Source: an optimization exercise on an open RTL-to-GDS flow (aim: small area). Production flows keep margins and buffers that such runs may drop. In this exercise RTL edits were held to simulation tests only and were not proved equivalent to the original. Power is estimated from default activity; no workload was simulated.

==> design/flow/design.v <==
`default_nettype none
package pacmanPkg;
  localparam int hVisible = 640;
  localparam int hFront = 16;
  localparam int hSync = 96;
  localparam int hBack = 48;
  localparam int hTotal = hVisible + hFront + hSync + hBack;
  localparam int vVisible = 480;
  localparam int vFront = 10;
  localparam int vSync = 2;
  localparam int vBack = 33;
  localparam int vTotal = vVisible + vFront + vSync + vBack;
  localparam int posBits = 10;      
  localparam int cellShift = 4;
  localparam int gridBits = 5;
  localparam int gridMax = 27;      
  localparam int powerUpX0 = 2;
  localparam int powerUpX1 = 27;
  localparam int powerUpY0 = 4;
  localparam int powerUpY1 = 24;
  localparam int ghostCount = 3;
  localparam int rotBits = 2;
  localparam int aiBits = 4;
  localparam int ghostBits = 2 * gridBits + rotBits + aiBits;  
  localparam int regAddrBits = 6;
  localparam int regDataBits = 16;
  localparam int regGhostStride = 4;  
  localparam logic [regAddrBits-1:0] regGhostBase = 6'd8;
  localparam logic [regAddrBits-1:0] regFrameSync = 6'd32;
  localparam logic [regAddrBits-1:0] regPelletX = 6'd33;
  localparam logic [regAddrBits-1:0] regPelletY = 6'd34;
  localparam logic [regAddrBits-1:0] regPelletClear = 6'd35;
  localparam logic [regAddrBits-1:0] regPelletData = 6'd51;  
  localparam logic [aiBits-1:0] aiChase = 4'd0;
  localparam logic [aiBits-1:0] aiScatter = 4'd1;
  localparam logic [aiBits-1:0] aiFrightened = 4'd3;
  localparam logic [aiBits-1:0] aiRespawn = 4'd4;
  typedef logic [2:0] colorT;
  localparam colorT colBlack = 3'd0;   
  localparam colorT colBlue = 3'd1;
  localparam colorT colCyan = 3'd3;
  localparam colorT colRed = 3'd4;
  localparam colorT colPink = 3'd5;
  localparam colorT colPellet = 3'd6;  
  localparam colorT colWhite = 3'd7;
  typedef struct packed {
    logic [posBits-1:0] hPos;
    logic [posBits-1:0] vPos;
    logic displayOn;
  } pixelPosT;
  typedef struct packed {
    logic en;
    logic [regAddrBits-1:0] addr;
    logic [regDataBits-1:0] data;
  } regWriteT;
  typedef struct packed {
    logic [gridBits-1:0] x;
    logic [gridBits-1:0] y;
  } cellT;
  typedef struct packed {
    cellT pos;
    logic [rotBits-1:0] rot;
    logic [aiBits-1:0] ai;
  } ghostStateT;
endpackage
`default_nettype wire
`timescale 1ns/100ps
`default_nettype none
import pacmanPkg::*;
module gateAo22 (
  input  wire logic a1, a2, b1, b2,
  output logic y
);
  assign y = (a1 & a2) | (b1 & b2);
endmodule
module gateAoi22 (
  input  wire logic a1, a2, b1, b2,
  output logic y
);
  assign y = ~((a1 & a2) | (b1 & b2));
endmodule
module gateAoi222 (
  input  wire logic a1, a2, b1, b2, c1, c2,
  output logic y
);
  assign y = ~((a1 & a2) | (b1 & b2) | (c1 & c2));
endmodule
module gateNand3 (
  input  wire logic a, b, c,
  output logic y
);
  assign y = ~(a & b & c);
endmodule
module pelletReadPort #(
  parameter int n = 27
) (
  input  wire logic [n*n-1:0] bits,
  input  wire logic [n-1:0] col,
  input  wire logic [n-1:0] row,
  output logic [n-1:0] rowMiss
);
  localparam int g = n / 3;  
  logic [n*g-1:0] groupMiss;
  logic [n*3-1:0] partHit;
  for (genvar y = 0; y < n; y++) begin : gRow
    for (genvar k = 0; k < g; k++) begin : gGroup
      gateAoi222 u (
        .a1(col[3*k]), .a2(bits[y*n + 3*k]),
        .b1(col[3*k+1]), .b2(bits[y*n + 3*k+1]),
        .c1(col[3*k+2]), .c2(bits[y*n + 3*k+2]),
        .y(groupMiss[y*g + k])
      );
    end
    for (genvar k = 0; k < 3; k++) begin : gPart
      gateNand3 u (
        .a(groupMiss[y*g + 3*k]), .b(groupMiss[y*g + 3*k+1]), .c(groupMiss[y*g + 3*k+2]),
        .y(partHit[y*3 + k])
      );
    end
    gateAoi222 uRow (
      .a1(row[y]), .a2(partHit[y*3]),
      .b1(row[y]), .b2(partHit[y*3+1]),
      .c1(row[y]), .c2(partHit[y*3+2]),
      .y(rowMiss[y])
    );
  end
endmodule
module pelletStore (
  input  wire logic clk,
  input  wire logic rstN,
  input  wire logic [pacmanPkg::gridBits-1:0] pixX,
  input  wire logic [pacmanPkg::gridBits-1:0] pixY,
  input  wire logic [pacmanPkg::gridBits-1:0] curX,
  input  wire logic [pacmanPkg::gridBits-1:0] curY,
  input  wire logic pelletClear,
  output logic curEaten,
  output logic pixEaten
);
  localparam int n = gridMax;  
  logic [n*n-1:0] eaten;  
  logic [n*n-1:0] eatenNext;
  logic gridValid;
  logic [n-1:0] curRow, curCol, pixRow, pixCol, rowClr;
  logic [n-1:0] curRowMiss, pixRowMiss;
  always_comb begin
    for (int i = 0; i < n; i++) begin
      curRow[i] = (curY == gridBits'(i + 1));
      curCol[i] = (curX == gridBits'(i + 1));
      pixRow[i] = (pixY == gridBits'(i + 1));
      pixCol[i] = (pixX == gridBits'(i + 1));
      rowClr[i] = pelletClear & curRow[i];
    end
  end
  always_ff @(posedge clk or negedge rstN) begin
    if (!rstN) gridValid <= 1'b0;
    else gridValid <= 1'b1;
  end
  for (genvar y = 0; y < n; y++) begin : gCellRow
    for (genvar x = 0; x < n; x++) begin : gCell
      gateAo22 u (
        .a1(eaten[y*n + x]), .a2(gridValid),
        .b1(rowClr[y]), .b2(curCol[x]),
        .y(eatenNext[y*n + x])
      );
    end
  end
  always_ff @(posedge clk) begin
    eaten <= eatenNext;
  end
  pelletReadPort #(.n(n)) curPort (.bits(eaten), .col(curCol), .row(curRow), .rowMiss(curRowMiss));
  pelletReadPort #(.n(n)) pixPort (.bits(eaten), .col(pixCol), .row(pixRow), .rowMiss(pixRowMiss));
  assign curEaten = ~&curRowMiss;
  assign pixEaten = ~&pixRowMiss;
endmodule
`default_nettype wire
`timescale 1ns/100ps
`default_nettype none
import pacmanPkg::*;
module pacmanVideoTop (
  input  wire logic clk,
  input  wire logic rstN,
  input  wire pacmanPkg::regWriteT regWrite,
  input  wire logic [pacmanPkg::regAddrBits-1:0] regAddr,
  output logic [pacmanPkg::regDataBits-1:0] regRdata,
  output logic hsync,
  output logic vsync,
  output pacmanPkg::colorT rgb
);
  logic [posBits-1:0] hPos;
  logic [posBits-1:0] vPos;
  logic hEnd, vEnd, displayOn, frameStart;
  assign hEnd = hPos[9] & hPos[8] & hPos[4] & hPos[3] & hPos[2] & hPos[1] & hPos[0];  
  assign vEnd = vPos[9] & vPos[3] & vPos[2];  
  always_ff @(posedge clk or negedge rstN) begin
    if (!rstN) begin
      hPos <= '0;
      vPos <= '0;
    end else if (hEnd) begin
      hPos <= '0;
      vPos <= vEnd ? '0 : vPos + 1'b1;
    end else begin
      hPos <= hPos + 1'b1;
    end
  end
  always_comb begin
    displayOn = (hPos < hVisible) && (vPos < vVisible);
    hsync = !((hPos >= 656) && (hPos < 752));
    vsync = !((vPos >= 490) && (vPos < 492));
    frameStart = (hPos == '0) && (vPos == posBits'(vVisible));
  end
  localparam int nRegs = 14;
  logic [nRegs*regDataBits-1:0] regQ;  
  logic [nRegs-1:0] written;
  logic [nRegs-1:0] wrSel;
  logic [nRegs-1:0] rdSel;
  logic frameSync;
  logic pelletClear;
  logic selFrameSync, selPelletData;
  logic pelletHere, powerUpHere;
  function automatic logic [regAddrBits-1:0] addrOf(input int i);
    addrOf = (i < 12) ? regAddrBits'(8 + i) : regAddrBits'(33 + i - 12);
  endfunction
  always_comb begin
    for (int i = 0; i < nRegs; i++) begin
      wrSel[i] = regWrite.en && (regWrite.addr == addrOf(i));
      rdSel[i] = written[i] && (regAddr == addrOf(i));
    end
    selFrameSync = (regAddr == regFrameSync);
    selPelletData = (regAddr == regPelletData);
  end
  always_ff @(posedge clk) begin
    for (int i = 0; i < nRegs; i++) begin
      if (wrSel[i]) regQ[i*regDataBits +: regDataBits] <= regWrite.data;
    end
  end
  always_ff @(posedge clk or negedge rstN) begin
    if (!rstN) begin
      written <= '0;
      frameSync <= 1'b0;
      pelletClear <= 1'b0;
    end else begin
      written <= written | wrSel;
      if (frameStart) begin
        frameSync <= 1'b1;  
      end else if (regWrite.en && regWrite.addr == regFrameSync) begin
        frameSync <= regWrite.data[0];
      end
      pelletClear <= regWrite.en && (regWrite.addr == regPelletClear) && regWrite.data[0];
    end
  end
  localparam int maxTerms = 16;
  logic [regDataBits*maxTerms-1:0] termSel, termDat;
  logic [regDataBits*6-1:0] termMiss;  
  logic [regDataBits-1:0] rdNext;
  function automatic int termCount(input int b);
    termCount = (b == 0) ? 16 : (b == 1) ? 15 : 14;
  endfunction
  always_comb begin
    termSel = '0;
    termDat = '0;
    for (int b = 0; b < regDataBits; b++) begin
      for (int i = 0; i < nRegs; i++) begin
        termSel[b*maxTerms + i] = rdSel[i];
        termDat[b*maxTerms + i] = regQ[i*regDataBits + b];
      end
    end
    termSel[0*maxTerms + 14] = selFrameSync;
    termDat[0*maxTerms + 14] = frameSync;
    termSel[0*maxTerms + 15] = selPelletData;
    termDat[0*maxTerms + 15] = pelletHere;
    termSel[1*maxTerms + 14] = selPelletData;
    termDat[1*maxTerms + 14] = powerUpHere;
  end
  for (genvar b = 0; b < regDataBits; b++) begin : gRd
    localparam int nt = termCount(b);
    localparam int n3 = nt / 3;
    localparam int rem = nt % 3;
    for (genvar k = 0; k < n3; k++) begin : gAoi
      gateAoi222 u (
        .a1(termSel[b*maxTerms + 3*k]), .a2(termDat[b*maxTerms + 3*k]),
        .b1(termSel[b*maxTerms + 3*k+1]), .b2(termDat[b*maxTerms + 3*k+1]),
        .c1(termSel[b*maxTerms + 3*k+2]), .c2(termDat[b*maxTerms + 3*k+2]),
        .y(termMiss[b*6 + k])
      );
    end
    if (rem == 2) begin : gRem2
      gateAoi22 u (
        .a1(termSel[b*maxTerms + 3*n3]), .a2(termDat[b*maxTerms + 3*n3]),
        .b1(termSel[b*maxTerms + 3*n3+1]), .b2(termDat[b*maxTerms + 3*n3+1]),
        .y(termMiss[b*6 + n3])
      );
    end else if (rem == 1) begin : gRem1
      assign termMiss[b*6 + n3] = ~(termSel[b*maxTerms + 3*n3] & termDat[b*maxTerms + 3*n3]);
    end
    localparam int nm = n3 + (rem != 0 ? 1 : 0);
    if (nm < 6) begin : gPad
      assign termMiss[b*6 + nm +: 6 - nm] = '1;
    end
    assign rdNext[b] = ~&termMiss[b*6 +: 6];
  end
  always_ff @(posedge clk or negedge rstN) begin
    if (!rstN) regRdata <= '0;
    else regRdata <= rdNext;
  end
  logic [gridBits-1:0] pixX, pixY, curX, curY;
  logic curEaten, pixEaten;
  logic [cellShift-1:0] offX, offY;
  logic pixPower, inDot, pelletOn;
  function automatic logic isPlayable(input logic [gridBits-1:0] x, input logic [gridBits-1:0] y);
    isPlayable = (x >= 1) && (x <= gridMax) && (y >= 1) && (y <= gridMax);
  endfunction
  function automatic logic isPowerUpCell(input logic [gridBits-1:0] x, input logic [gridBits-1:0] y);
    isPowerUpCell = (x == powerUpX0 || x == powerUpX1) && (y == powerUpY0 || y == powerUpY1);
  endfunction
  assign pixX = hPos[cellShift +: gridBits];
  assign pixY = vPos[cellShift +: gridBits];
  assign curX = regQ[12*regDataBits +: gridBits] & {gridBits{written[12]}};
  assign curY = regQ[13*regDataBits +: gridBits] & {gridBits{written[13]}};
  pelletStore pellets0 (
    .clk, .rstN, .pixX, .pixY, .curX, .curY, .pelletClear,
    .curEaten, .pixEaten
  );
  always_comb begin
    pelletHere = isPlayable(curX, curY) & ~curEaten;
    powerUpHere = pelletHere & isPowerUpCell(curX, curY);
    offX = hPos[cellShift-1:0];
    offY = vPos[cellShift-1:0];
    pixPower = isPowerUpCell(pixX, pixY);
    if (pixPower) begin
      inDot = (offX >= 5) && (offX <= 10) && (offY >= 5) && (offY <= 10);
    end else begin
      inDot = (offX >= 7) && (offX <= 8) && (offY >= 7) && (offY <= 8);
    end
    pelletOn = !hPos[posBits-1] && !vPos[posBits-1] && isPlayable(pixX, pixY) && inDot && !pixEaten;
  end
  logic [ghostCount-1:0] inCell, rot0, frightened, respawn;
  logic eyeRot0, eyeRot1, inBody;
  logic [cellShift-1:0] eyeX1;
  logic [ghostCount*3-1:0] ghostColor;  
  function automatic logic [2:0] bodyColorOf(input int n);
    bodyColorOf = (n == 0) ? colRed : (n == 1) ? colPink : colCyan;
  endfunction
  always_comb begin
    eyeX1 = offX - 1'b1;
    eyeRot0 = (offY >= 4) && (offY <= 6) &&
              (((offX >= 3) && (offX <= 5)) || ((offX >= 10) && (offX <= 12)));
    eyeRot1 = (offY >= 4) && (offY <= 6) &&
              (((eyeX1 >= 3) && (eyeX1 <= 5)) || ((eyeX1 >= 10) && (eyeX1 <= 12)));
    inBody = (offY >= 2) && (offX >= 1) && (offX <= 14);
    for (int n = 0; n < ghostCount; n++) begin
      inCell[n] = !hPos[posBits-1] && !vPos[posBits-1] &&
                  (written[4*n+0] ? (pixX == regQ[(4*n+0)*regDataBits +: gridBits]) : (pixX == '0)) &&
                  (written[4*n+1] ? (pixY == regQ[(4*n+1)*regDataBits +: gridBits]) : (pixY == '0));
      rot0[n] = written[4*n+2] & regQ[(4*n+2)*regDataBits];
      frightened[n] = written[4*n+3] && (regQ[(4*n+3)*regDataBits +: aiBits] == aiFrightened);
      respawn[n] = written[4*n+3] && (regQ[(4*n+3)*regDataBits +: aiBits] == aiRespawn);
      if (!inCell[n]) begin
        ghostColor[n*3 +: 3] = colBlack;
      end else if (rot0[n] ? eyeRot1 : eyeRot0) begin
        ghostColor[n*3 +: 3] = colWhite;
      end else if (inBody) begin
        ghostColor[n*3 +: 3] = frightened[n] ? colBlue : respawn[n] ? colBlack : bodyColorOf(n);
      end else begin
        ghostColor[n*3 +: 3] = colBlack;
      end
    end
  end
  pacmanPkg::colorT mixed;
  always_comb begin
    mixed = pelletOn ? colPellet : colBlack;
    for (int n = ghostCount - 1; n >= 0; n--) begin
      if (ghostColor[n*3 +: 3] != colBlack) mixed = ghostColor[n*3 +: 3];
    end
    if (!displayOn) mixed = colBlack;
  end
  always_ff @(posedge clk or negedge rstN) begin
    if (!rstN) rgb <= colBlack;
    else rgb <= mixed;
  end
endmodule
`default_nettype wire
==> design/flow/run.sh <==
#!/bin/bash
# synth_recipe.tcl (not shown) runs the flow's synth.tcl, then flattens the netlist and writes it again
# the make line also repeats each setting of config.mk as NAME=value (left out here)
make -C /OpenROAD-flow-scripts/flow DESIGN_CONFIG=/design/flow/config.mk WORK_HOME=/design/flow/orfs CLKGATE_MAP_FILE= SYNTH_SCRIPT=/design/flow/synth_recipe.tcl finish
==> design/flow/config.mk <==
export PLATFORM = sky130hd
export DESIGN_NAME = pacmanVideoTop
export DESIGN_NICKNAME = pacmanVideoTop
export VERILOG_FILES = /design/flow/design.v
export SDC_FILE = /design/flow/constraint.sdc
export NUM_CORES = 4
export LEC_CHECK = 0
export CAP_MARGIN = 20
export CORE_MARGIN = 2
export CORE_UTILIZATION = 40
export SLEW_MARGIN = 20
export SYNTH_HIERARCHICAL = 1
==> design/flow/constraint.sdc <==
create_clock -name core_clock -period 10.0 [get_ports {clk}]
set_input_delay 2.0000 -clock core_clock [delete_from_list [all_inputs] [get_ports {clk}]]
set_output_delay 2.0000 -clock core_clock [all_outputs]
set_load 0.01 [all_outputs]
==> results by group, run 1 <==
Run status
  • Outcome: complete, no violations

Critical path
  • Critical R2R Capture: regRdata[1]
  • Reg2Reg Depth: 15
  • Worst reg2reg startpoint: written[12]
  • Critical Path End: regRdata[1]
  • Maximum fanout along the worst path: 54
  • Crit path from: written[12]
  • CP Launch Type: register
  • Setup slack, reg-to-reg: 4.88 ns
  • CP Data Arrival Time: 5.76 ns
  • Crit. End Element: register
  • Critical Path RT: 10.64 ns
  • Setup CP Type: reg -> reg

Clock network
  • TritonCTS Buffers: 108
  • Cts hold-fix bufs: 0
  • Clock H-tree levels: 3
  • Clk sink count: 1009
  • CTS tree: done
  • Setup bufs post-CTS: 0
  • CTS root buf: clkbuf_16
  • Clock-pin transition on the worst setup and hold timing paths: 0.06 ns
  • Clock Latency Late Sink: 0.71 ns
  • Post-CTS Resized: 0
  • Clock tree buffer depth: 3

Yosys
  • Yosys reg bits: 1009
  • Sequential area share after synthesis: 57.27%
  • Avg Synthesized Cell Area: 12.64 sq um
  • Synth area leaders: dfxtp_1 37%, edfxtp_1 17%, a22o_1 16%
  • Synth warn: 8
  • Cell taking the most area after synthesis: dfxtp_1
  • Post-synth top area share: 36.78%
  • Syn nets: 3178
  • Top FF cell, synth: dfxtp_1
  • Synth unique cells: 66
  • Mapped Cells: 3138
  • Mapped Area: 0.03967 sq mm
  • Number of synthesized flops with an enable pin: 224
  • Post-synth ARST share: 5.550%

Power and ir drop
  • Clock Power Share: 47.9%
  • Cell-internal power: 0.006640 W
  • Flop pwr share: 49.1%
  • Logic pwr share: 2.9%
  • Peak supply drop: 0.1532 mV
  • NetSw: 0.001937 W
  • Leak Pwr: 16.16 nW
  • Pwr dens: 184.3 mW/mm^2
  • Sw Ratio: 22.59%
  • Power Total: 0.008577 W

Timing
  • Fmax achieved: 195.3 MHz
  • Fin Setup TNS: 0 ns
  • Fin. Hold Viols: 0
  • Headroom to the max-slew limit: 27.33%
  • Fin crit share: 51.22%
  • Max Transition Viols Final: 0
  • Worst Max-Slew Pin Slew: 1.090 ns
  • Worst Clk Skew: 0.02426 ns
  • RSZ-0062 raised after global routing: false
  • Final-report setup violation count: 0
  • Tmin final: 5.122 ns

Global routing
  • First-pass GRT wire length: 207.0 mm
  • Antenna violations before repair: 1
  • Global route total overflow: 0
  • Largest net degree at the start of global routing: 204
  • GR Util All Layers: 26.40%
  • Vias in the first global route: 31220

Die
  • Die area: 0.1017 sq mm
  • IO Count: 52
  • Core area: 0.09828 sq mm
  • Rows: 115
  • Die height: 318.9 um
  • Die width: 318.9 um
  • Starting Density: 40.37%

Flow run
  • Max_cap viols: 0

Placement
  • Gp weighted congestion: 0.9664
  • IO Port Bufs: 51
  • Post-DP HPWL: 84.43 mm

Drt
  • DRT iter0 DRCs: 7488
  • ANT nets after route: 0
  • WL/cell: 29.84 um
  • Mean number of vias per cell: 7.147
  • Via count: 33870
  • DRC errors left: 0
  • DR pass1 iterations: 13
  • Final wirelength: 141.4 mm

Final layout
  • Fillers: 8741
  • Area of the multi-input gates: 0.01715 sq mm
  • Final nets: 3406
  • Share of post-route cells with drive strength above 1: 12.17%
  • ANT cells: 0
  • Final core utilization: 47.35%
  • FF+latch area: 0.02273 sq mm
  • Synth-to-Final Area Change: 17.29%

Hold path
  • HP Class: reg -> reg
cells in the mapped netlist, types with 8 or more instances:
master,instances
a22o_1,730
dfxtp_1,729
a222oi_1,606
edfxtp_1,224
nand3_1,213
nor2_1,158
dfrtp_1,56
nand2_1,44
and3_1,36
xnor2_1,36
nor3_1,30
or2_2,18
nand4_1,17
buf_2,15
clkbuf_1,15
nand2b_1,15
a22oi_2,14
a21oi_1,13
and2_1,12
inv_1,12
o21ai_0,12
ha_1,9
or3_1,9
nor2_2,8
metrics by stage:
| stage | area [sq um] | worst slack, ns | std cells | hold slack [ns] |
|---|---|---|---|---|
| 2_1_floorplan | 39680 | 3.228 | 3138 | 0.4471 |
| 3_3_place_gp | 42750 | 5.120 | 4540 | 0.4733 |
| 3_5_place_dp | 42790 | 5.049 | 4541 | 0.4781 |
| 4_1_cts | 46470 | 5.015 | 4737 | 0.4948 |
| 5_1_grt | 46530 | 4.658 | 4739 | 0.5065 |
| 6_report | 46530 | 4.878 | 4739 | 0.4921 |
cells by family after synthesis:
| logic type | synth area share (%) |
|---|---|
| other cells | 0.009452 |
| mux | 0.2586 |
| simple gates | 7.960 |
| compound gates | 32.74 |
| flops | 57.27 |
| fa+ha+maj | 0.2838 |
| buf+inv | 0.5676 |
| xor+xnor | 0.9051 |
power groups by stage:
stage          registers [W]  clock network (W)  logic (W)
2_1_floorplan        0.00431                  0  0.0000976
3_3_place_gp         0.00430                  0   0.000246
3_5_place_dp         0.00430                  0   0.000247
4_1_cts              0.00421            0.00417   0.000247
5_1_grt              0.00421            0.00433   0.000266
6_report             0.00421            0.00411   0.000253
Yosys stat by module, one instance, submodules excluded, a selection:
module | flops+latches | cells
pelletStore | 730 | 959
pacmanVideoTop | 279 | 668
gateAoi22 | 0 | 1
gateAoi222 | 0 | 1
gateAo22 | 0 | 1
gateNand3 | 0 | 1
flip-flops by register name, summed over array words and instances (netlist names):
register,count
frameSync,1
pellets0.gridValid,1
vPos,10
written,14
rgb,3
pelletClear,1
hPos,10
regQ,224
pellets0.eaten,729
regRdata,16
routing by layer:
metal  vias up  wire length, um  GRT usage [%]
met5         -               10              0
met4         2             5865          10.96
met3       342            15200          5.404
met2      2119            62160          39.54
met1     16760            58160          37.10
li1      14640                -              -
final cells by class:
| class | count | share of cell area (%) |
|---|---|---|
| flip-flops and latches | 1009 | 48.84 |
| multi-input cells | 2080 | 36.86 |
| clock buffers | 149 | 6.534 |
| well taps | 1287 | 3.461 |
| repair buffers | 152 | 2.810 |
| clock inverters | 47 | 1.374 |
| inverters | 15 | 0.1210 |
cells in the final DEF (no fill, tap or decap), types with 11 or more instances in the layout:
| master | count |
|---|---|
| nor2_2 | 54 |
| inv_1 | 12 |
| a22oi_2 | 14 |
| a21oi_1 | 13 |
| and3_1 | 35 |
| clkbuf_1 | 22 |
| nor2_1 | 79 |
| nand2_1 | 44 |
| nor3_2 | 11 |
| nor3_1 | 19 |
| or2_2 | 18 |
| clkbuf_8 | 18 |
| xnor2_1 | 36 |
| nand3_1 | 213 |
| clkbuf_16 | 108 |
| a22o_1 | 730 |
| clkdlybuf4s50_1 | 50 |
| nor2_4 | 33 |
| dfrtp_1 | 55 |
| dfxtp_1 | 729 |
| and2_1 | 12 |
| nand4_1 | 17 |
| clkinv_2 | 16 |
| buf_4 | 97 |
| edfxtp_1 | 224 |
| nand2b_1 | 15 |
| a222oi_1 | 606 |
| o21ai_0 | 12 |
worst min path at each step:
stage / from / endpoint / slack [ns] / cells past startpoint
floorplan: regQ[122] / regRdata[10] / 0.45 / 2
global placement: regQ[125] / regRdata[13] / 0.47 / 2
detailed placement: regQ[118] / regRdata[6] / 0.48 / 2
CTS: regQ[126] / regRdata[14] / 0.49 / 2
global route: regQ[215] / regRdata[7] / 0.51 / 2
finish: regQ[126] / regRdata[14] / 0.49 / 2
worst max-delay path, stage by stage (launching register included):
cell      delay [ns]
dfrtp_1         0.50
and2_1          0.24
nand2b_1        0.62
nor2_4          0.04
buf_4           0.34
a222oi_1        0.49
nand3_1         0.38
a222oi_1        0.44
nand4_1         0.37
nor4_1          0.38
nand2_1         0.19
nand4b_1        0.21
a311oi_1        0.33
and3_1          0.21
a222oi_1        0.09
nand3_1         0.12
==> run 2: changes to the inputs <==
--- a/design/flow/config.mk
+++ b/design/flow/config.mk
@@ -10,2 +10,4 @@
 export CORE_UTILIZATION = 40
+export CTS_CLUSTER_DIAMETER = 100
+export CTS_CLUSTER_SIZE = 20
 export SLEW_MARGIN = 20
==> run 2 against run 1 <==
  * Die area unchanged
  * Largest power group unchanged
  * Cell area down 4.6%
  * Global-route usage down 0.34 points
  * Highest routed layer unchanged
==> results by group, run 2 <==
Yosys
  • Synth area leaders: dfxtp_1 37%, edfxtp_1 17%, a22o_1 16% (unchanged)
  • Synth warn: 8 (unchanged)
  • Cell taking the most area after synthesis: dfxtp_1 (unchanged)
  • Avg Synthesized Cell Area: 12.64 sq um (unchanged)
  • Synth unique cells: 66 (unchanged)
  • Count leader, synth: a22o_1 (unchanged)
  • Mapped Cells: 3138 (unchanged)
  • Mapped Area: 0.03967 sq mm (unchanged)
  • Syn nets: 3178 (unchanged)
  • Sequential area share after synthesis: 57.27% (unchanged)
  • Top FF cell, synth: dfxtp_1 (unchanged)
  • Top cells by count, synth: 730 x a22o_1, 729 x dfxtp_1, 606 x a222oi_1, 224 x edfxtp_1, 213 x nand3_1 (unchanged)
  • Number of synthesized flops with an enable pin: 224 (unchanged)
  • Post-synth top area share: 36.78% (unchanged)
  • Post-synth ARST share: 5.550% (unchanged)
  • Yosys reg bits: 1009 (unchanged)

Timing
  • Fin crit share: 50.74% (was 51.22%)
  • Fmax achieved: 197.1 MHz (was 195.3 MHz)
  • Max Transition Viols Final: 0 (unchanged)
  • Fin. Hold Viols: 0 (unchanged)
  • Worst Max-Slew Pin Slew: 1.095 ns (was 1.090 ns)
  • Worst Clk Skew: 0.03168 ns (was 0.02426 ns)
  • Fin Setup TNS: 0 ns (unchanged)
  • Headroom to the max-slew limit: 26.98% (was 27.33%)
  • RSZ-0062 raised after global routing: false (unchanged)
  • Final-report setup violation count: 0 (unchanged)
  • Final setup margin: 4.926 ns (was 4.878 ns)
  • Tmin final: 5.074 ns (was 5.122 ns)

Drt
  • ANT nets after route: 0 (unchanged)
  • DR pass1 iterations: 12 (was 13)
  • Mean number of vias per cell: 7.236 (was 7.147)
  • WL met2: 61.56 mm (was 62.16 mm)
  • Met3 Wirelength: 14.97 mm (was 15.20 mm)
  • Max layer used: met5 (unchanged)
  • DRC errors left: 0 (unchanged)
  • DRT iter0 DRCs: 7349 (was 7488)
  • Final wirelength: 139.9 mm (was 141.4 mm)
  • WL/cell: 30.29 um (was 29.84 um)
  • WL met1: 57.88 mm (was 58.16 mm)
  • Via count: 33440 (was 33870)

Clock network
  • Clk sink count: 1009 (unchanged)
  • Post-CTS Resized: 0 (unchanged)
  • Clock Latency Late Sink: 0.68 ns (was 0.71 ns)
  • Cts hold-fix bufs: 0 (unchanged)
  • CTS root buf: clkbuf_16 (unchanged)
  • Clock-pin transition on the worst setup and hold timing paths: 0.09 ns (was 0.06 ns)
  • Setup bufs post-CTS: 0 (unchanged)
  • CTS tree: done (unchanged)
  • Clock tree buffer depth: 3 (unchanged)
  • Clock H-tree levels: 2 (was 3)
  • TritonCTS Buffers: 56 (was 108)

Final layout
  • Synth-to-Final Area Change: 11.86% (was 17.29%)
  • FF+latch area: 0.02273 sq mm (unchanged)
  • Reg with most FFs: pellets0.eaten (unchanged)
  • Share of post-route cells with drive strength above 1: 9.328% (was 12.17%)
  • Fillers: 8876 (was 8741)
  • Largest register FFs: 729 (unchanged)
  • Largest regs: pellets0.eaten x729, regQ x224, regRdata x16 (unchanged)
  • Most common cell after layout, fill and taps aside: a22o_1 (unchanged)
  • ANT cells: 0 (unchanged)
  • Most frequent cells in the layout: 730 x a22o_1, 729 x dfxtp_1, 606 x a222oi_1, 224 x edfxtp_1, 213 x nand3_1 (unchanged)
  • Final nets: 3354 (was 3406)
  • Area of the multi-input gates: 0.01715 sq mm (unchanged)
  • Post-Layout Inst Area: 0.04438 sq mm (was 0.04653 sq mm)

Power and ir drop
  • Logic pwr share: 3.7% (was 2.9%)
  • Peak supply drop: 0.1402 mV (was 0.1532 mV)
  • Power Total: 0.006855 W (was 0.008577 W)
  • Sw Ratio: 23.18% (was 22.59%)
  • Clock Power Share: 35.0% (was 47.9%)
  • Flop pwr share: 61.4% (was 49.1%)
  • Leak Pwr: 15.10 nW (was 16.16 nW)
  • Pwr dens: 154.5 mW/mm^2 (was 184.3 mW/mm^2)
  • Cell-internal power: 0.005266 W (was 0.006640 W)
  • NetSw: 0.001589 W (was 0.001937 W)

Die
  • IO Count: 52 (unchanged)
  • Starting Density: 40.37% (unchanged)
  • Core area: 0.09828 sq mm (unchanged)
  • Rows: 115 (unchanged)
  • Die width: 318.9 um (unchanged)
  • Die height: 318.9 um (unchanged)
  • Die area: 0.1017 sq mm (unchanged)

Critical path
  • Crit path max-delay cell type: nand2b_1 (unchanged)
  • Critical R2R Capture: regRdata[1] (unchanged)
  • Critical path cell sequence: and2_1 > nand2b_1 > nor2_4 > buf_4 > a222oi_1 > nand3_1 > a222oi_1 > nand4_1 > nor4_1 > nand2_1 > nand4b_1 > a311oi_1 > and3_1 > a222oi_1 > nand3_1 (unchanged)
  • Crit path from: written[12] (unchanged)
  • Reg2Reg Depth: 15 (unchanged)
  • Maximum fanout along the worst path: 54 (unchanged)
  • Worst reg2reg startpoint: written[12] (unchanged)
  • Crit. End Element: register (unchanged)
  • Setup CP Type: reg -> reg (unchanged)
  • CP Launch Type: register (unchanged)
  • Max stage delay on crit path: 0.62 ns (about the same)
  • Cell mode on critical path: a222oi_1 (unchanged)
  • Critical Path RT: 10.62 ns (was 10.64 ns)
  • CP Data Arrival Time: 5.70 ns (was 5.76 ns)
  • Setup slack, reg-to-reg: 4.93 ns (was 4.88 ns)

Placement
  • IO Port Bufs: 51 (unchanged)
  • Dpl ws: 5.049 ns (unchanged)
  • Post-Place Cell Area: 0.04279 sq mm (unchanged)
  • Post-DP HPWL: 84.43 mm (unchanged)
  • Gp weighted congestion: 0.9664 (unchanged)

Global routing
  • First-pass GRT wire length: 204.7 mm (was 207.0 mm)
  • Global route total overflow: 0 (unchanged)
  • Vias in the first global route: 30690 (was 31220)
  • Largest net degree at the start of global routing: 204 (unchanged)
  • Antenna violations before repair: 2 (was 1)
  • GR Util All Layers: 26.06% (was 26.40%)

Hold path
  • Hold Path Depth: 2 (unchanged)
  • WHS Endpoint: regRdata[6] (was regRdata[14])
  • Hold path start: regQ[118] (was regQ[126])
  • HP Class: reg -> reg (unchanged)

Run status
  • Outcome: complete, no violations (unchanged)

Flow run
  • Max_cap viols: 0 (unchanged)
-- run 2: cell counts after synthesis --
Identical to the previous run, type by type.
-- run 2: layout make-up --
cell class	instances	area share, %
Inverter	15	0.1269
Clock buffer	73	3.301
Sequential cell	1009	51.21
Clock inverter	5	0.1381
Multi-Input combinational cell	2080	38.65
Tap cell	1287	3.629
Timing Repair Buffer	152	2.946
-- run 2: kinds of logic after synthesis --
family	share of synthesized area [%]
adder cells (fa/ha/maj)	0.2838
multiplexers	0.2586
AND/OR/NAND/NOR	7.960
other	0.009452
XOR/XNOR	0.9051
AO/OA/AOI/OAI	32.74
flip-flops	57.27
buffers and inverters	0.5676
-- run 2: Yosys stat by module (local to each module, per instance), excerpt --
| module | cells | cell area, sq um |
|---|---|---|
| gateAoi222 | 1 | 10.01 |
| gateAoi22 | 1 | 12.51 |
| pacmanVideoTop | 668 | 10550 |
| pelletStore | 959 | 15690 |
| gateAo22 | 1 | 8.758 |
| gateNand3 | 1 | 5.005 |
-- run 2: through the flow --
step | cells | util, % | hold slack, ns
finish | 4621 | 45.16 | 0.4888
detailed placement | 4541 | 43.54 | 0.4781
global route | 4621 | 45.16 | 0.5167
global placement | 4540 | 43.50 | 0.4733
CTS | 4619 | 45.10 | 0.4960
floorplan | 3138 | - | 0.4471
-- run 2: critical path: cells and delay by family, from the launching register on --
family | cells | cell delay [ns]
AND/OR/NAND/NOR | 10 | 2.75
AO/OA/AOI/OAI | 4 | 1.33
flip-flops | 1 | 0.51
buffers and inverters | 1 | 0.33
-- run 2: routing by layer --
metal	track usage, %	vias up
li1	-	14470
met1	36.64	16620
met2	39.36	2042
met3	5.341	310
met4	10.06	2
met5	0	-
-- run 2: worst max-delay path by stage --
| stage | to | slack, ns | cells past startpoint |
|---|---|---|---|
| detailed placement | regRdata[1] | 5.05 | 15 |
| global route | regRdata[1] | 4.62 | 15 |
| floorplan | pellets0.eaten[0] | 3.23 | 1 |
| CTS | regRdata[1] | 5.03 | 15 |
| finish | regRdata[1] | 4.93 | 15 |
| global placement | regRdata[1] | 5.12 | 15 |
-- run 2: power by group through the flow --
stage	combinational, W	clock (W)	sequential (W)
2_1_floorplan	0.0000976	0	0.00431
3_3_place_gp	0.000246	0	0.00430
3_5_place_dp	0.000247	0	0.00430
4_1_cts	0.000247	0.00244	0.00421
5_1_grt	0.000266	0.00257	0.00421
6_report	0.000252	0.00240	0.00421
==> run 3: changes to the inputs <==
--- a/design/flow/design.v
+++ b/design/flow/design.v
@@ -230,7 +230,17 @@
   end
-  always_ff @(posedge clk) begin
-    for (int i = 0; i < nRegs; i++) begin
-      if (wrSel[i]) regQ[i*regDataBits +: regDataBits] <= regWrite.data;
+  logic [nRegs-1:0] holdSel;
+  logic [nRegs*regDataBits-1:0] regD;
+  assign holdSel = ~wrSel;
+  for (genvar i = 0; i < nRegs; i++) begin : gReg
+    for (genvar b = 0; b < regDataBits; b++) begin : gBit
+      gateAo22 u (
+        .a1(regQ[i*regDataBits + b]), .a2(holdSel[i]),
+        .b1(regWrite.data[b]), .b2(wrSel[i]),
+        .y(regD[i*regDataBits + b])
+      );
     end
   end
+  always_ff @(posedge clk) begin
+    regQ <= regD;
+  end
   always_ff @(posedge clk or negedge rstN) begin
==> run 3 against run 2 <==
  * Largest power group unchanged
  * Hold slack gained 0.00065 ns
  * Synthesized area shrank 0.62%
  * Non-clock buffer count decreased by 3
  * Power is 3.7% higher
  * Register-to-register slack lost 0.13 ns
  * Clock power increased by 3%
  * Synthesized cell count grew 7.5%
  * Fmax down 4.3%
  * Critical path type is now reg -> out
  * Global-route usage increased by 1.8 points
  * Sequential power increased by 1%
  * Utilization is 0.20 points lower
  * Routed wire length is 6.1% higher
==> results by group, run 3 <==
Timing
  • Worst Max-Slew Pin Slew: 1.240 ns (was 1.095 ns)
  • RSZ-0062 raised after global routing: false (unchanged)
  • Fin crit share: 53.05% (was 50.74%)
  • Final-report setup violation count: 0 (unchanged)
  • Final setup margin: 4.695 ns (was 4.926 ns)
  • Headroom to the max-slew limit: 17.23% (was 26.98%)
  • Worst Clk Skew: 0.05487 ns (was 0.03168 ns)
  • Fmax achieved: 188.5 MHz (was 197.1 MHz)
  • Tmin final: 5.305 ns (was 5.074 ns)
  • Max Transition Viols Final: 0 (unchanged)
  • Fin Setup TNS: 0 ns (unchanged)
  • Fin. Hold Viols: 0 (unchanged)

Final layout
  • Largest regs: pellets0.eaten x729, regQ x224, regRdata x16 (unchanged)
  • Largest register FFs: 729 (unchanged)
  • Most frequent cells in the layout: 953 x a22o_1, 953 x dfxtp_1, 606 x a222oi_1, 222 x nand3_1, 96 x buf_4 (was 730 x a22o_1, 729 x dfxtp_1, 606 x a222oi_1, 224 x edfxtp_1, 213 x nand3_1)
  • Fin cells: 4849 (was 4621)
  • Post-Layout Inst Area: 0.04405 sq mm (was 0.04438 sq mm)
  • Synth-to-Final Area Change: 11.73% (was 11.86%)
  • Fillers: 9083 (was 8876)
  • Reg with most FFs: pellets0.eaten (unchanged)
  • ANT cells: 0 (unchanged)
  • Share of post-route cells with drive strength above 1: 8.029% (was 9.328%)
  • Final nets: 3588 (was 3354)

Global routing
  • GR Util All Layers: 27.83% (was 26.06%)
  • Grt met1 use: 38.64% (was 36.64%)
  • Routing usage on met2: 41.58% (was 39.36%)
  • Routing usage on met3: 7.579% (was 5.341%)
  • GRT Max-Usage Layer: met2 (unchanged)
  • Vias in the first global route: 32900 (was 30690)
  • Global route total overflow: 0 (unchanged)
  • First-pass GRT wire length: 219.3 mm (was 204.7 mm)
  • Largest net degree at the start of global routing: 182 (was 204)
  • Antenna violations before repair: 3 (was 2)

Clock network
  • CTS root buf: clkbuf_16 (unchanged)
  • Clock Latency Late Sink: 0.72 ns (was 0.68 ns)
  • Clk sink count: 1009 (unchanged)
  • Setup bufs post-CTS: 0 (unchanged)
  • Clock H-tree levels: 2 (unchanged)
  • Post-CTS Resized: 0 (unchanged)
  • Clock tree buffer depth: 3 (unchanged)
  • Clock-pin transition on the worst setup and hold timing paths: 0.09 ns (about the same)
  • TritonCTS Buffers: 57 (was 56)
  • CTS tree: done (unchanged)
  • Cts hold-fix bufs: 0 (unchanged)

Yosys
  • Syn nets: 3414 (was 3178)
  • Xor and xnor area share after synthesis: 0.9108% (was 0.9051%)
  • Number of synthesized flops with an enable pin: 0 (was 224)
  • Mux contribution to synthesized area: 0.1333% (was 0.2586%)
  • Synth warn: 8 (unchanged)
  • Avg Synthesized Cell Area: 11.69 sq um (was 12.64 sq um)
  • Largest family of logic cells by synthesized area: compound AO/OA/AOI/OAI gates (unchanged)
  • Post-synth ARST share: 5.550% (unchanged)
  • Top FF cell, synth: dfxtp_1 (unchanged)
  • Complex-gate fraction of the synthesized area: 38.04% (was 32.74%)
  • Post-Synth Adder-Cell Area: 0.3173% (was 0.2838%)
  • Post-synth top area share: 48.39% (was 36.78%)
  • Synth unique cells: 67 (was 66)
  • Top cells by count, synth: 953 x a22o_1, 953 x dfxtp_1, 606 x a222oi_1, 222 x nand3_1, 150 x nor2_1 (was 730 x a22o_1, 729 x dfxtp_1, 606 x a222oi_1, 224 x edfxtp_1, 213 x nand3_1)
  • Yosys reg bits: 1009 (unchanged)
  • Mapped Area: 0.03943 sq mm (was 0.03967 sq mm)
  • Cell taking the most area after synthesis: dfxtp_1 (unchanged)
  • Synth area leaders: dfxtp_1 48%, a22o_1 21%, a222oi_1 15% (was dfxtp_1 37%, edfxtp_1 17%, a22o_1 16%)
  • Post-synthesis simple-gate area fraction: 7.911% (was 7.960%)
  • Sequential area share after synthesis: 51.94% (was 57.27%)
  • Mapped Cells: 3373 (was 3138)

Drt
  • DR pass1 iterations: 11 (was 12)
  • DRT iter0 DRCs: 7641 (was 7349)
  • DRC errors left: 0 (unchanged)
  • ANT nets after route: 0 (unchanged)
  • Via count: 35440 (was 33440)
  • WL/cell: 30.61 um (was 30.29 um)
  • Mean number of vias per cell: 7.309 (was 7.236)
  • Final wirelength: 148.4 mm (was 139.9 mm)

Power and ir drop
  • Clock Power Share: 34.9% (was 35.0%)
  • Power Total: 0.007107 W (was 0.006855 W)
  • Flop pwr share: 60.0% (was 61.4%)
  • Logic pwr share: 5.0% (was 3.7%)
  • NetSw: 0.001710 W (was 0.001589 W)
  • Sw Ratio: 24.06% (was 23.18%)
  • Pwr dens: 161.3 mW/mm^2 (was 154.5 mW/mm^2)
  • Peak supply drop: 0.1435 mV (was 0.1402 mV)
  • Leak Pwr: 15.73 nW (was 15.10 nW)
  • Cell-internal power: 0.005397 W (was 0.005266 W)

Die
  • Die height: 318.0 um (was 318.9 um)
  • Starting Density: 40.24% (was 40.37%)
  • Die area: 0.1011 sq mm (was 0.1017 sq mm)
  • Die width: 318.0 um (was 318.9 um)
  • Core area: 0.09799 sq mm (was 0.09828 sq mm)
  • Rows: 115 (unchanged)
  • IO Count: 52 (unchanged)

Critical path
  • Critical R2R Capture: regRdata[1] (unchanged)
  • Max stage delay on crit path: 0.89 ns (was 0.62 ns)
  • Critical path depth in cells: 4 (was 15)
  • Worst reg2reg startpoint: regQ[196] (was written[12])
  • Crit path from: vPos[6] (was written[12])
  • Critical Path RT: 8.00 ns (was 10.62 ns)
  • Reg2Reg Depth: 16 (was 15)
  • Maximum fanout along the worst path: 14 (was 54)
  • CP Data Arrival Time: 3.30 ns (was 5.70 ns)
  • Crit path max-delay cell type: dfrtp_1 (was nand2b_1)
  • CP Launch Type: register (unchanged)
  • CP top delay family: simple AND/OR/NAND/NOR gates (unchanged)
  • Critical path cell sequence: nand4_1 > or4_1 > or2_2 > clkdlybuf4s50_1 (was and2_1 > nand2b_1 > nor2_4 > buf_4 > a222oi_1 > nand3_1 > a222oi_1 > nand4_1 > nor4_1 > nand2_1 > nand4b_1 > a311oi_1 > and3_1 > a222oi_1 > nand3_1)
  • Critical Path End: vsync (was regRdata[1])
  • Crit path buffers/inverters: 1 (unchanged)
  • Setup slack, reg-to-reg: 4.80 ns (was 4.93 ns)
  • Setup CP Type: reg -> out (was reg -> reg)
  • Crit. End Element: primary output (was register)

Placement
  • IO Port Bufs: 51 (unchanged)
  • Placed cells: 4774 (was 4541)
  • Dpl ws: 5.024 ns (was 5.049 ns)
  • Post-DP HPWL: 91.79 mm (was 84.43 mm)
  • Gp weighted congestion: 0.9418 (was 0.9664)
  • Post-Place Cell Area: 0.04243 sq mm (was 0.04279 sq mm)

Hold path
  • HP Class: reg -> reg (unchanged)

Flow run
  • Max_cap viols: 0 (unchanged)

Run status
  • Outcome: complete, no violations (unchanged)
-- run 3: cell types whose count changed in the layout (fill, tap and decap cells not counted), sizes merged, moves of 12 or more --
cell	before	now
or2	21	7
a22o	730	953
dfxtp	729	953
inv	17	30
edfxtp	224	0
nor3	31	19
-- run 3: metrics by stage --
stage               utilization [%]  hold slack, ns
floorplan                         -          0.4408
global placement              43.30          0.4647
detailed placement            43.31          0.4694
CTS                           44.93          0.4922
global route                  44.96          0.5002
finish                        44.96          0.4895
-- run 3: layer usage --
| layer | part of all wire (%) | up-vias |
|---|---|---|
| met5 | 0.075 | - |
| li1 | - | 15370 |
| met4 | 3.4 | 4 |
| met3 | 12 | 319 |
| met2 | 43 | 2226 |
| met1 | 42 | 17530 |
-- run 3: kinds of logic after synthesis --
group,Yosys count
mux,5
simple gates,609
buf+inv,62
flops,1009
other cells,1
compound gates,1636
fa+ha+maj,10
xor+xnor,41
-- run 3: layout make-up --
cell class	instances	area [sq um]	share of cell area, %
clock inverter	7	106.4	0.2414
sequential	1009	20480	46.50
tap	1287	1610	3.656
timing repair buffer	149	1266	2.874
inverter	28	105.1	0.2386
clock buffer	67	1485	3.371
multi-input combinational	2302	18990	43.12
-- run 3: power by group through the flow --
stage / registers, W / logic [W] / clock network (W)
after floorplan: 0.00434 / 0.000211 / 0
after global placement: 0.00436 / 0.000346 / 0
after detailed placement: 0.00436 / 0.000351 / 0
after CTS: 0.00426 / 0.000351 / 0.00253
after global routing: 0.00428 / 0.000382 / 0.00266
final: 0.00427 / 0.000357 / 0.00248
-- run 3: worst min path at each step --
stage,from,end,slack (ns),cells past startpoint
after CTS,regQ[174],regQ[174],0.49,1
final,regQ[126],regQ[126],0.49,1
after floorplan,written[3],written[3],0.44,1
after detailed placement,regQ[153],regQ[153],0.47,1
after global placement,regQ[98],regQ[98],0.46,1
after global routing,regQ[174],regQ[174],0.50,1
-- run 3: worst reg2reg max path, cell delays in order (launching register included) --
cell,delay (ns)
dfxtp_1,0.47
and2_1,0.22
nand2b_1,0.72
nor2_4,0.06
buf_4,0.36
a222oi_1,0.48
nand3_1,0.23
a222oi_1,0.40
nand4_1,0.29
nor4_1,0.55
nand2_1,0.29
a311oi_1,0.33
o21ai_0,0.14
nor2_1,0.20
and3_1,0.19
a222oi_1,0.08
nand3_1,0.14
-- run 3: Yosys stat by module, one instance, submodules excluded, a selection --
| module | times used | flip-flops and latches | cells inside |
|---|---|---|---|
| gateAoi222 | 606 | 0 | 1 |
| gateAoi22 | 14 | 0 | 1 |
| pacmanVideoTop | 1 | 279 | 679 |
| pelletStore | 1 | 730 | 959 |
| gateAo22 | 953 | 0 | 1 |
| gateNand3 | 162 | 0 | 1 |
==> run 4: changes to the inputs <==
==> design/flow/flow/run.sh (new file) <==
#!/bin/bash
# The standard layout with two changes: ports are buffered with the smallest
# buffer (buf_1; repair upsizes it where a net needs more), and clock tree
# synthesis inserts no dummy loads. Everything else, synthesis included, is
# the standard.sh unchanged.
set -euo pipefail
export BUFFER_PORTS_ARGS="-buffer_cell sky130_fd_sc_hd__buf_1"
export CTS_ARGS="-sink_clustering_enable -repair_clock_nets -sink_clustering_size 22 -sink_clustering_max_diameter 100 -dont_use_dummy_load"
bash standard.sh > standard.log 2>&1
==> design/flow/standard.sh (new file) <==
#!/bin/bash
# synth_recipe.tcl (not shown) runs the flow's synth.tcl, then flattens the netlist and writes it again
# the make line also repeats each setting of config.mk as NAME=value (left out here)
make -C /OpenROAD-flow-scripts/flow DESIGN_CONFIG=/design/flow/config.mk WORK_HOME=/design/flow/orfs CLKGATE_MAP_FILE= SYNTH_SCRIPT=/design/flow/synth_recipe.tcl "${@:-finish}"
--- a/design/flow/config.mk
+++ b/design/flow/config.mk
@@ -10,4 +10,2 @@
 export CORE_UTILIZATION = 40
-export CTS_CLUSTER_DIAMETER = 100
-export CTS_CLUSTER_SIZE = 20
 export SLEW_MARGIN = 20
removed: design/flow/run.sh
==> run 4 against run 3 <==
  * Highest routed layer is now met4
  * Power is 3.5% lower
  * Still clean on timing, DRC and antenna
  * Utilization down 0.67 points
  * Combinational power fell by 3%
  * Synthesized area is the same
  * Sequential share of layout area up 0.71 points
==> results by group, run 4 <==
Run status
  • Outcome: complete, no violations (unchanged)

Timing
  • WHS: 0.4891 ns (was 0.4895 ns)
  • Fmax achieved: 189.7 MHz (was 188.5 MHz)
  • Worst Max-Slew Pin Slew: 1.125 ns (was 1.240 ns)
  • Fin Setup TNS: 0 ns (unchanged)
  • Final-report setup violation count: 0 (unchanged)
  • Fin crit share: 52.73% (was 53.05%)
  • Headroom to the max-slew limit: 24.93% (was 17.23%)
  • Final setup margin: 4.727 ns (was 4.695 ns)
  • Worst Clk Skew: 0.04884 ns (was 0.05487 ns)
  • Fin. Hold Viols: 0 (unchanged)
  • Tmin final: 5.273 ns (was 5.305 ns)
  • Max Transition Viols Final: 0 (unchanged)
  • RSZ-0062 raised after global routing: false (unchanged)

Yosys
  • Synth unique cells: 67 (unchanged)
  • Top cells by count, synth: 953 x a22o_1, 953 x dfxtp_1, 606 x a222oi_1, 222 x nand3_1, 150 x nor2_1 (unchanged)
  • Sequential area share after synthesis: 51.94% (unchanged)
  • Yosys reg bits: 1009 (unchanged)
  • Top FF cell, synth: dfxtp_1 (unchanged)
  • Mapped Area: 0.03943 sq mm (unchanged)
  • Cell taking the most area after synthesis: dfxtp_1 (unchanged)
  • Syn nets: 3414 (unchanged)
  • Avg Synthesized Cell Area: 11.69 sq um (unchanged)
  • Post-synth ARST share: 5.550% (unchanged)
  • Synth area leaders: dfxtp_1 48%, a22o_1 21%, a222oi_1 15% (unchanged)
  • Post-synth top area share: 48.39% (unchanged)
  • Synth warn: 8 (unchanged)
  • Mapped Cells: 3373 (unchanged)
  • Number of synthesized flops with an enable pin: 0 (unchanged)

Critical path
  • CP Data Arrival Time: 5.86 ns (was 3.30 ns)
  • CP Launch Type: register (unchanged)
  • Crit. End Element: register (was primary output)
  • Critical Path RT: 10.59 ns (was 8.00 ns)
  • Cell mode on critical path: a222oi_1
  • Max stage delay on crit path: 0.66 ns (was 0.89 ns)
  • Setup CP Type: reg -> reg (was reg -> out)
  • Maximum fanout along the worst path: 54 (was 14)
  • Critical path cell sequence: and2_1 > nand2b_1 > nor2_4 > buf_4 > a222oi_1 > nand3_1 > a222oi_1 > nand4_1 > nor4_1 > nand2_1 > a311oi_1 > o21ai_0 > nor2_1 > and3_1 > a222oi_1 > nand3_1 (was nand4_1 > or4_1 > or2_2 > clkdlybuf4s50_1)
  • Crit path max-delay cell type: nand2b_1 (was dfrtp_1)
  • Crit path from: written[12] (was vPos[6])
  • Worst reg2reg startpoint: written[12] (was regQ[196])

Placement
  • Placed cells: 4766 (was 4774)
  • Post-DP HPWL: 87.41 mm (was 91.79 mm)
  • Post-Place Cell Area: 0.04208 sq mm (was 0.04243 sq mm)
  • Dpl ws: 4.993 ns (was 5.024 ns)
  • IO Port Bufs: 51 (unchanged)
  • Gp weighted congestion: 0.9402 (was 0.9418)

Power and ir drop
  • Pwr dens: 158.0 mW/mm^2 (was 161.3 mW/mm^2)
  • Peak supply drop: 0.1542 mV (was 0.1435 mV)
  • Leak Pwr: 15.42 nW (was 15.73 nW)
  • Clock Power Share: 32.8% (was 34.9%)
  • NetSw: 0.001623 W (was 0.001710 W)
  • Sw Ratio: 23.68% (was 24.06%)
  • Cell-internal power: 0.005232 W (was 0.005397 W)
  • Flop pwr share: 62.2% (was 60.0%)
  • Logic pwr share: 5.0% (about the same)

Final layout
  • Largest regs: pellets0.eaten x729, regQ x224, regRdata x16 (unchanged)
  • Final nets: 3574 (was 3588)
  • Area of the multi-input gates: 0.01902 sq mm (was 0.01899 sq mm)
  • Most frequent cells in the layout: 953 x a22o_1, 953 x dfxtp_1, 606 x a222oi_1, 222 x nand3_1, 88 x buf_4 (was 953 x a22o_1, 953 x dfxtp_1, 606 x a222oi_1, 222 x nand3_1, 96 x buf_4)
  • Synth-to-Final Area Change: 10.05% (was 11.73%)
  • Reg with most FFs: pellets0.eaten (unchanged)
  • FF+latch area: 0.02048 sq mm (unchanged)
  • Share of post-route cells with drive strength above 1: 7.505% (was 8.029%)
  • Largest register FFs: 729 (unchanged)
  • Fin cells: 4818 (was 4849)
  • Post-Layout Inst Area: 0.04339 sq mm (was 0.04405 sq mm)
  • Fillers: 9181 (was 9083)
  • ANT cells: 0 (unchanged)

Clock network
  • Clk sink count: 1009 (unchanged)
  • CTS tree: done (unchanged)
  • CTS root buf: clkbuf_16 (unchanged)
  • TritonCTS Buffers: 52 (was 57)
  • Setup bufs post-CTS: 0 (unchanged)
  • Clock Latency Late Sink: 0.66 ns (was 0.72 ns)
  • Clock H-tree levels: 2 (unchanged)
  • Clock-pin transition on the worst setup and hold timing paths: 0.09 ns (about the same)
  • Post-CTS Resized: 0 (unchanged)
  • Clock tree buffer depth: 3 (unchanged)
  • Cts hold-fix bufs: 0 (unchanged)

Die
  • Rows: 115 (unchanged)
  • IO Count: 52 (unchanged)
  • Die height: 318.0 um (unchanged)
  • Die width: 318.0 um (unchanged)
  • Starting Density: 40.24% (unchanged)
  • Die area: 0.1011 sq mm (unchanged)
  • Core area: 0.09799 sq mm (unchanged)

Drt
  • Mean number of vias per cell: 7.297 (was 7.309)
  • DRT iter0 DRCs: 7509 (was 7641)
  • Via count: 35160 (was 35440)
  • Final wirelength: 143.7 mm (was 148.4 mm)
  • DRC errors left: 0 (unchanged)
  • ANT nets after route: 0 (unchanged)
  • WL/cell: 29.84 um (was 30.61 um)
  • DR pass1 iterations: 17 (was 11)

Global routing
  • Antenna violations before repair: 2 (was 3)
  • GR Util All Layers: 26.88% (was 27.83%)
  • Largest net degree at the start of global routing: 233 (was 182)
  • Global route total overflow: 0 (unchanged)
  • Vias in the first global route: 32690 (was 32900)
  • First-pass GRT wire length: 214.0 mm (was 219.3 mm)

Hold path
  • HP Class: reg -> reg (unchanged)
  • Hold path start: regQ[21] (was regQ[126])

Flow run
  • Max_cap viols: 0 (unchanged)
run 4: Yosys stat by module (local to each module, per instance), a selection:
| module | flip-flops and latches | copies in the design | cells | area [sq um] |
|---|---|---|---|---|
| pacmanVideoTop | 279 | 1 | 679 | 8342 |
| gateAoi22 | 0 | 14 | 1 | 12.51 |
| gateAoi222 | 0 | 606 | 1 | 10.01 |
| gateAo22 | 0 | 953 | 1 | 8.758 |
| gateNand3 | 0 | 162 | 1 | 5.005 |
| pelletStore | 730 | 1 | 959 | 15690 |
run 4: area by class of cell:
class                           count  share of cell area (%)
Sequential cell                  1009                   47.21
Multi-Input combinational cell   2302                   43.83
Tap cell                         1287                   3.711
Clock buffer                       52                   2.999
Timing Repair Buffer              140                   2.013
Inverter                           28                  0.2422
run 4: per-layer routing:
layer  vias to the layer above  global-route usage, %  part of all wire, %
met2                      2092                  39.83                   43
met1                     17440                  37.82                   42
met3                       308                  6.375                   11
li1                      15320                      -                    -
met4                         0                  10.03                  3.5
met5                         -                      0                    0
run 4: cells by family after synthesis:
group / Yosys count / synth area share [%]
DFF: 1009 / 51.94
buffers and inverters: 62 / 0.7330
muxes: 5 / 0.1333
AOI/OAI and AO/OA: 1636 / 38.04
other: 1 / 0.009511
and+or+nand+nor: 609 / 7.911
adders and majority gates: 10 / 0.3173
xor gates and xnor gates: 41 / 0.9108
run 4: final timing paths:
| kind | end | slack (ns) | cells after the start |
|---|---|---|---|
| setup / recovery | regRdata[1] | 4.73 | 16 |
| hold / removal | regQ[21] | 0.49 | 1 |
| setup reg to reg | regRdata[1] | 4.73 | 16 |
| hold reg to reg | regQ[21] | 0.49 | 1 |
| max in group asynchronous | pellets0.gridValid | 7.79 | 2 |
| min in group asynchronous | regRdata[10] | 1.52 | 2 |
run 4: worst max-delay path, delay by kind of cell, from the launching register on:
kind                   cells  cell delay, ns
buffers and inverters      1            0.34
AOI/OAI and AO/OA          5            1.34
and+or+nand+nor           10            2.96
DFF                        1            0.49
run 4: stage by stage:
stage / total power [W] / utilization, %
2_1_floorplan: 0.004553 / -
3_3_place_gp: 0.004685 / 42.92
3_5_place_dp: 0.004691 / 42.94
4_1_cts: 0.006881 / 44.27
5_1_grt: 0.007061 / 44.28
6_report: 0.006855 / 44.28
run 4: power by group through the flow:
stage	sequential [W]	clock, W	combinational [W]
2_1_floorplan	0.00434	0	0.000211
3_3_place_gp	0.00435	0	0.000336
4_1_cts	0.00426	0.00228	0.000341
5_1_grt	0.00428	0.00241	0.000372
6_report	0.00426	0.00225	0.000346
3_5_place_dp	0.00435	0	0.000342
==> run 5: changes to the inputs <==
--- a/design/flow/flow/run.sh
+++ b/design/flow/flow/run.sh
@@ -7,3 +7,3 @@
 export BUFFER_PORTS_ARGS="-buffer_cell sky130_fd_sc_hd__buf_1"
-export CTS_ARGS="-sink_clustering_enable -repair_clock_nets -sink_clustering_size 22 -sink_clustering_max_diameter 100 -dont_use_dummy_load"
+export CTS_ARGS="-sink_clustering_enable -repair_clock_nets -sink_clustering_size 26 -sink_clustering_max_diameter 100 -dont_use_dummy_load"
 bash standard.sh > standard.log 2>&1
==> run 5 against run 4 <==
  * Clock skew rose by 0.026 ns
  * Sequential share of layout area increased by 0.16 points
  * Clock-buffer cell count decreased by 6
  * Critical endpoint unchanged
  * Highest routed layer unchanged
  * Critical path type unchanged
  * Via count decreased by 0.24%
  * Largest power group unchanged
  * Largest cell class unchanged
  * Register-to-register slack about the same
==> results by group, run 5 <==
Placement
  • Post-DP HPWL: 87.41 mm (unchanged)
  • IO Port Bufs: 51 (unchanged)
  • Placed cells: 4766 (unchanged)
  • Dpl ws: 4.993 ns (unchanged)
  • Gp weighted congestion: 0.9402 (unchanged)

Timing
  • Worst Max-Slew Pin Slew: 1.199 ns (was 1.125 ns)
  • Fin crit share: 52.60% (was 52.73%)
  • Max Transition Viols Final: 0 (unchanged)
  • Fin Setup TNS: 0 ns (unchanged)
  • Fin. Hold Viols: 0 (unchanged)
  • Headroom to the max-slew limit: 20.05% (was 24.93%)
  • Final-report setup violation count: 0 (unchanged)
  • Worst Clk Skew: 0.07449 ns (was 0.04884 ns)
  • RSZ-0062 raised after global routing: false (unchanged)
  • Final setup margin: 4.740 ns (was 4.727 ns)
  • Fmax achieved: 190.1 MHz (was 189.7 MHz)
  • Tmin final: 5.260 ns (was 5.273 ns)

Global routing
  • Vias in the first global route: 32620 (was 32690)
  • Largest net degree at the start of global routing: 233 (unchanged)
  • Antenna violations before repair: 3 (was 2)
  • Global route total overflow: 0 (unchanged)
  • First-pass GRT wire length: 214.2 mm (was 214.0 mm)
  • GR Util All Layers: 26.93% (was 26.88%)

Drt
  • Mean number of vias per cell: 7.288 (was 7.297)
  • Met3 Wirelength: 15.74 mm (was 16.01 mm)
  • WL/cell: 29.87 um (was 29.84 um)
  • Via count: 35070 (was 35160)
  • DR pass1 iterations: 18 (was 17)
  • WL met1: 61.17 mm (was 60.81 mm)
  • DRC errors left: 0 (unchanged)
  • WL met2: 62.13 mm (was 61.88 mm)
  • ANT nets after route: 0 (unchanged)
  • Max layer used: met4 (unchanged)
  • DRT iter0 DRCs: 7360 (was 7509)
  • Final wirelength: 143.7 mm (about the same)

Power and ir drop
  • Leak Pwr: 15.34 nW (was 15.42 nW)
  • Pwr dens: 155.7 mW/mm^2 (was 158.0 mW/mm^2)
  • Peak supply drop: 0.1219 mV (was 0.1542 mV)

Final layout
  • Largest regs: pellets0.eaten x729, regQ x224, regRdata x16 (unchanged)
  • Synth-to-Final Area Change: 9.669% (was 10.05%)
  • Final core utilization: 44.13% (was 44.28%)
  • Fin cells: 4812 (was 4818)
  • Share of post-route cells with drive strength above 1: 7.348% (was 7.505%)
  • ANT cells: 0 (unchanged)
  • Final nets: 3568 (was 3574)
  • Largest register FFs: 729 (unchanged)
  • Most frequent cells in the layout: 953 x a22o_1, 953 x dfxtp_1, 606 x a222oi_1, 222 x nand3_1, 88 x buf_4 (unchanged)
  • Reg with most FFs: pellets0.eaten (unchanged)

Critical path
  • CP Launch Type: register (unchanged)
  • Critical Path RT: 10.61 ns (was 10.59 ns)
  • Maximum fanout along the worst path: 54 (unchanged)
  • Crit path from: written[12] (unchanged)
  • Setup CP Type: reg -> reg (unchanged)
  • Crit. End Element: register (unchanged)
  • CP Data Arrival Time: 5.87 ns (was 5.86 ns)
  • Worst reg2reg startpoint: written[12] (unchanged)

Yosys
  • Mapped Cells: 3373 (unchanged)
  • Mapped Area: 0.03943 sq mm (unchanged)
  • Number of synthesized flops with an enable pin: 0 (unchanged)
  • Synth unique cells: 67 (unchanged)
  • Cell taking the most area after synthesis: dfxtp_1 (unchanged)
  • Post-synth top area share: 48.39% (unchanged)
  • Post-synth ARST share: 5.550% (unchanged)
  • Top FF cell, synth: dfxtp_1 (unchanged)
  • Sequential area share after synthesis: 51.94% (unchanged)
  • Top cells by count, synth: 953 x a22o_1, 953 x dfxtp_1, 606 x a222oi_1, 222 x nand3_1, 150 x nor2_1 (unchanged)
  • Syn nets: 3414 (unchanged)
  • Avg Synthesized Cell Area: 11.69 sq um (unchanged)
  • Synth area leaders: dfxtp_1 48%, a22o_1 21%, a222oi_1 15% (unchanged)
  • Yosys reg bits: 1009 (unchanged)
  • Synth warn: 8 (unchanged)

Clock network
  • Post-CTS Resized: 0 (unchanged)
  • Clock H-tree levels: 2 (unchanged)
  • TritonCTS Buffers: 46 (was 52)
  • Clock Latency Late Sink: 0.67 ns (was 0.66 ns)
  • CTS tree: done (unchanged)
  • Clk sink count: 1009 (unchanged)
  • Clock tree buffer depth: 3 (unchanged)
  • Setup bufs post-CTS: 0 (unchanged)
  • CTS root buf: clkbuf_16 (unchanged)
  • Clock-pin transition on the worst setup and hold timing paths: 0.11 ns (was 0.09 ns)
  • Cts hold-fix bufs: 0 (unchanged)

Hold path
  • HP Class: reg -> reg (unchanged)
  • Hold path start: regQ[170] (was regQ[21])

Run status
  • Outcome: complete, no violations (unchanged)

Die
  • Die height: 318.0 um (unchanged)
  • Die width: 318.0 um (unchanged)
  • Core area: 0.09799 sq mm (unchanged)
  • Die area: 0.1011 sq mm (unchanged)
  • IO Count: 52 (unchanged)
  • Rows: 115 (unchanged)
  • Starting Density: 40.24% (unchanged)

Flow run
  • Max_cap viols: 0 (unchanged)
run 5: critical path: stages (launching register included):
cell,delay (ns)
dfrtp_1,0.50
and2_1,0.25
nand2b_1,0.68
nor2_4,0.05
buf_4,0.34
a222oi_1,0.44
nand3_1,0.35
a222oi_1,0.44
nand4_1,0.33
nor4_1,0.58
nand2_1,0.21
a311oi_1,0.27
o21ai_0,0.12
nor2_1,0.17
and3_1,0.18
a222oi_1,0.08
nand3_1,0.14
run 5: report_power, final:
| part | leakage, nW | internal (W) | total, W | switching, W |
|---|---|---|---|---|
| clock | 0.567 | 0.000827 | 0.00213 | 0.00130 |
| sequential | 8.45 | 0.00416 | 0.00426 | 0.000106 |
| combinational | 6.32 | 0.000150 | 0.000345 | 0.000195 |
| total | 15.3 | 0.00513 | 0.00673 | 0.00160 |
run 5: logic make-up after synthesis:
family / synth area share [%]
other cells: 0.009511
buf+inv: 0.7330
fa+ha+maj: 0.3173
flops: 51.94
simple gates: 7.911
xor+xnor: 0.9108
compound gates: 38.04
mux: 0.1333
run 5: layer usage:
metal	vias up	track usage (%)
li1	15310	-
met1	17470	37.96
met5	-	0
met4	0	9.545
met3	271	6.286
met2	2023	40.11
run 5: path summary, 6_finish.rpt:
path | endpoint | slack, ns | cells after the start
worst max register to register | regRdata[1] | 4.74 | 16
min in group asynchronous | regRdata[15] | 1.51 | 2
worst min-delay path | regQ[170] | 0.49 | 1
max in group asynchronous | pellets0.gridValid | 7.82 | 2
worst max-delay path | regRdata[1] | 4.74 | 16
worst min register to register | regQ[170] | 0.49 | 1
run 5: area by class of cell:
class                   instances  area (sq um)
flip-flops and latches       1009         20480
repair buffers                140         873.3
multi-input cells            2302         19020
well taps                    1287          1610
inverters                      28         105.1
fillers                      9195         54750
clock buffers                  46          1151
run 5: metrics by stage:
step / power (W) / hold slack, ns / cell area (sq um)
final: 0.006733 / 0.4930 / 43240
after global routing: 0.006950 / 0.5046 / 43240
after CTS: 0.006764 / 0.4956 / 43230
after detailed placement: 0.004691 / 0.4694 / 42080
after global placement: 0.004685 / 0.4652 / 42060
after floorplan: 0.004553 / 0.4408 / 39430
run 5: Yosys stat by module (local to each module, per instance), a selection:
module | flops+latches | cell area, sq um
pelletStore | 730 | 15690
pacmanVideoTop | 279 | 8342
gateAoi22 | 0 | 12.51
gateAoi222 | 0 | 10.01
gateAo22 | 0 | 8.758
gateNand3 | 0 | 5.005

[separate check: timing with driven ports]
How much do the figures lean on ideal ports? The routed layouts below were timed once more, with nothing changed but the port constraints. Step 1 sets driving cells, clkbuf_16 on the clock port and buf_2 on the other inputs (assumed; they add their load-dependent delay and slew). Step 2 adds t to the input delays and takes it off the output delays; t is the mean of the earliest and latest rising clock arrival at the registers after step 1. Input paths then give back, and output paths get back, about the clock's delay inside the block. Slacks: ideal / step 1 / step 2; pairs: ideal / step 1.
| run | shift t [ns] | slack for setup (ns) | hold WS [ns] | clock arrival spread, ns |
|---|---|---|---|---|
| run 1 | 0.768 | 4.878 / 4.878 / 4.878 | 0.492 / 0.492 / 0.492 | 0.025 / 0.025 |
| run 2 | 0.736 | 4.926 / 4.926 / 4.926 | 0.489 / 0.489 / 0.489 | 0.033 / 0.033 |
| run 3 | 0.762 | 4.695 / 4.624 / 4.803 | 0.489 / 0.489 / 0.489 | 0.057 / 0.056 |
| run 4 | 0.709 | 4.727 / 4.727 / 4.727 | 0.489 / 0.489 / 0.489 | 0.053 / 0.052 |
| run 5 | 0.704 | 4.740 / 4.740 / 4.740 | 0.493 / 0.493 / 0.493 | 0.075 / 0.075 |
After both steps every run listed still meets setup and hold.
